This is an optimization exercise on Yosys and OpenROAD, whose aim is small area, a short achievable clock period and few clock cycles per item, not a production implementation. The RTL was checked by simulation tests, not by an equivalence proof against the original design. Power and IR drop assume default switching activity.

## wip/violet
## ring_buffer_deque
module ring_buffer_deque (
	input  logic         clk,
	input  logic         arst_n,
	input  logic         req_valid,
	output logic         req_stall,
	input  logic [40:0]  req,
	output logic         rsp_valid,
	input  logic         rsp_stall,
	output logic [105:0] rsp
);
Settings: LEC_CHECK=0, CAP_MARGIN=20, CORE_MARGIN=2, CORE_UTILIZATION=30, CTS_CLUSTER_DIAMETER=80, CTS_CLUSTER_SIZE=24, SLEW_MARGIN=20; clock period 7.0 ns.
standard.sh (not shown) runs the stock make flow with config.mk's settings and CLKGATE_MAP_FILE= SYNTH_SCRIPT=/design/flow/synth_recipe.tcl, a recipe that flattens the netlist after the stock synthesis.
==> flow/flow/run.sh <==
#!/bin/bash
# Standard ORFS layout, with timing repair aimed below the clock period only
# after placement (clock tree and global route stages). Each step's full
# output goes to a log file of its own in the work folder.
set -euo pipefail
MARGIN=$(cat flow/margin.txt)
bash standard.sh synth > log_synth.txt 2>&1
bash standard.sh floorplan > log_floorplan.txt 2>&1
bash standard.sh place > log_place.txt 2>&1
SETUP_SLACK_MARGIN=$MARGIN bash standard.sh cts > log_cts.txt 2>&1
SETUP_SLACK_MARGIN=$MARGIN bash standard.sh route > log_route.txt 2>&1
bash standard.sh finish > log_finish.txt 2>&1
==> flow/flow/margin.txt <==
3.9
No stage failed in wip/violet, and the final checks on the layout all came back clean.
Testbench counts of wip/violet, summed over its fixed seeds: cycles 12,016, items 12,000.
The inputs of wip/delta differ from those of wip/violet as listed below.
-- flow/config.mk --
<<< wip/violet, line 10
export CORE_UTILIZATION = 30
export CTS_CLUSTER_DIAMETER = 80
export CTS_CLUSTER_SIZE = 24
>>> wip/delta, line 10
export CORE_UTILIZATION = 40
wip/delta finished end to end and its layout was clean on timing, DRC and antenna. wip/delta vs. wip/violet: hold slack shows no meaningful change; routed wire length on met2 shows a reduction of 0.52%; sequential fraction of design power shows a reduction of 0.7 points.
Relative to wip/delta, the following input files were edited for wip/quartz:
-- flow/config.mk --
<<< wip/delta, line 10
export CORE_UTILIZATION = 40
>>> wip/quartz, line 10
export CORE_UTILIZATION = 30
export CTS_BUF_LIST = sky130_fd_sc_hd__clkbuf_8
Findings:
The faster design of the two is wip/delta; wip/quartz tops out lower. Going from wip/delta to wip/quartz, area of combinational cells with multiple inputs grew by a few percent. In wip/quartz the core utilization of the finished layout turned out 11 points lower than in wip/delta. Summary of wip/quartz over wip/delta: area added between synthesis and finish saw an increase; slew at the pin closest to its max-slew limit +0.0062 ns; sequential power share lost 0.6 points. On clock skew, wip/delta tracks wip/quartz almost exactly. Wire: wip/quartz routes more than wip/delta. The higher clock power of wip/quartz and wip/delta is in wip/delta.
Setup changes, wip/quartz to wip/pepper
-- flow/config.mk --
<<< wip/quartz, line 10
export CORE_UTILIZATION = 30
export CTS_BUF_LIST = sky130_fd_sc_hd__clkbuf_8
>>> wip/pepper, line 10
export CORE_UTILIZATION = 50
Notes after the runs:
wip/pepper against wip/quartz: ratio of final minimum period to clock period lost 1.7 points, number of setup buffers added after CTS lost 25%. As far as number of storage elements in the synthesis netlist goes, wip/pepper and wip/quartz are indistinguishable; the numbers are identical. wip/pepper completed every stage of the flow, and the final layout passed the timing, DRC and antenna checks. Compared wip/pepper vs wip/quartz, and fraction of power consumed by combinational cells is down in wip/pepper. wip/pepper vs. wip/quartz: multi-input combinational area share increased 0.21 points; growth of design area from synthesis to finish shows a reduction of 4.7 points.


Another version of the RTL of ring_buffer_deque (not shown whole).
For scale: about 5,100 cells after synthesis, ~2,200 flip-flops, about 150 I/O pins.
Settings: LEC_CHECK=0, CAP_MARGIN=20, CORE_MARGIN=2, CORE_UTILIZATION=30, SLEW_MARGIN=20; clock period 7.0 ns.
==> flow/flow/margin.txt <==
3.7
Scripts as last shown in full above: flow/flow/run.sh
Testbench counts at the start, summed over its fixed seeds: cycles 12,016, items 12,000.
==> next run, changes <==
==> flow/flow/margin.txt (replaced) <==
3.9
=> Hold slack is about the same; critical path depth went up by 2; die area stays the same; utilization went up by 0.70 points; cell count went up by 1.1%; via count went up by 2.5%; worst setup slack gains 240 ps; global-route usage went up by 0.53 points; register-to-register slack gains 240 ps.


== build 15 ==
ring_buffer_deque, a different RTL version from the one above (not shown whole).
Size in the first run: ~100000 um2 of cells after synthesis.
==> flow/config.mk <==
export PLATFORM = sky130hd
export DESIGN_NAME = ring_buffer_deque
export DESIGN_NICKNAME = ring_buffer_deque
export VERILOG_FILES = /design/flow/design.v
export SDC_FILE = /design/flow/constraint.sdc
export NUM_CORES = 4
export LEC_CHECK = 0
export CAP_MARGIN = 20
export CORE_MARGIN = 2
export CORE_UTILIZATION = 60
export SLEW_MARGIN = 20
==> flow/constraint.sdc <==
create_clock -name core_clock -period 7.0 [get_ports {clk}]
set_input_delay 1.4000 -clock core_clock [delete_from_list [all_inputs] [get_ports {clk}]]
set_output_delay 1.4000 -clock core_clock [all_outputs]
set_load 0.01 [all_outputs]
==> flow/flow/margin.txt <==
3.9
Scripts as last shown in full above: flow/flow/run.sh
Testbench counts of build 15, summed over its fixed seeds: cycles 12,016, items 12,000.
What build 66 does differently from build 15 at the input level:
# build 15
export LEC_CHECK = 0
export CAP_MARGIN = 20
export CORE_MARGIN = 2
export CORE_UTILIZATION = 60
export SLEW_MARGIN = 20
create_clock -name core_clock -period 7.0 [get_ports {clk}]
# build 66
export LEC_CHECK = 0
export CAP_MARGIN = 20
export CORE_MARGIN = 2
export CORE_UTILIZATION = 50
export SLEW_MARGIN = 20
create_clock -name core_clock -period 7.0 [get_ports {clk}]
==> notes.md <==
Build 66 reached the end of the flow, and the finished layout is clean on the timing, DRC and antenna checks.
[compare] base=build 15 new=build 66: multi-input combinational cell count roughly the same, final design utilization lower, amount of wire on met2 after detailed routing higher.
Delta (build 66 minus build 15): number of vias in the routed layout saw a decrease, first-iteration detailed-routing DRC count saw a decrease.
The following lists how build 81 was set up differently from build 66:
# build 66
export LEC_CHECK = 0
export CAP_MARGIN = 20
export CORE_MARGIN = 2
export CORE_UTILIZATION = 50
export SLEW_MARGIN = 20
create_clock -name core_clock -period 7.0 [get_ports {clk}]
# build 81
export LEC_CHECK = 0
export CAP_MARGIN = 20
export CORE_MARGIN = 2
export CORE_UTILIZATION = 40
export SLEW_MARGIN = 20
create_clock -name core_clock -period 7.0 [get_ports {clk}]
## What came out
Build 81 — count of inserted antenna diode cells 3 lower, build 66 as reference. Die area | build 81 > build 66. Per the comparison of build 81 with build 66, sum of internal, switching and leakage power now sits higher, total via count after detailed routing neither gained nor lost much, met1 capacity usage during global routing lost 11 points, non-clock buffering overhead in the final layout rose 0.87 points. The async set-reset flop share out of synthesis was comparable across build 66 and build 81.

## port drivers added, routing unchanged
How much do the figures lean on ideal ports? The routed layouts below were timed once more, with nothing changed but the port constraints. Step 1: set_driving_cell puts a clkbuf_16 on clk and a buf_2 on each other input, an assumption about the parent block. Step 2 moves the port delays by t, midway between the first and last clock arrival at a register: inputs arrive t later, outputs are due t later. That takes back most of the time a late clock gives input paths. a / b / c = ideal ports / drivers / drivers and shift; a / b = the first two.
run | t, ns | setup slack, ns | worst slew at a driven data input, ns | pins driven straight from the clock port
wip/violet | 0.985 | 3.677 / 3.677 / 2.978 | 0.21 | 1
wip/delta | 0.998 | 3.770 / 3.770 / 2.937 | 0.13 | 1
wip/quartz | 1.159 | 3.680 / 3.680 / 2.766 | 0.24 | 1
wip/pepper | 0.978 | 3.795 / 3.795 / 2.970 | 0.21 | 1
the first run of note 2 | 1.008 | 3.530 / 3.530 / 2.793 | 0.15 | 1
the second run of note 2 | 1.012 | 3.775 / 3.775 / 2.953 | 0.14 | 1
build 15 | 0.965 | 3.690 / 3.690 / 3.031 | 0.18 | 1
build 66 | 0.978 | 3.743 / 3.743 / 2.951 | 0.16 | 1
build 81 | 0.993 | 3.707 / 3.707 / 2.970 | 0.21 | 1
After both steps setup and hold are still met in every run listed. For wip/quartz, which loses most, drivers alone change the setup slack by 0.000 ns; drivers and shift together by -0.914 ns.
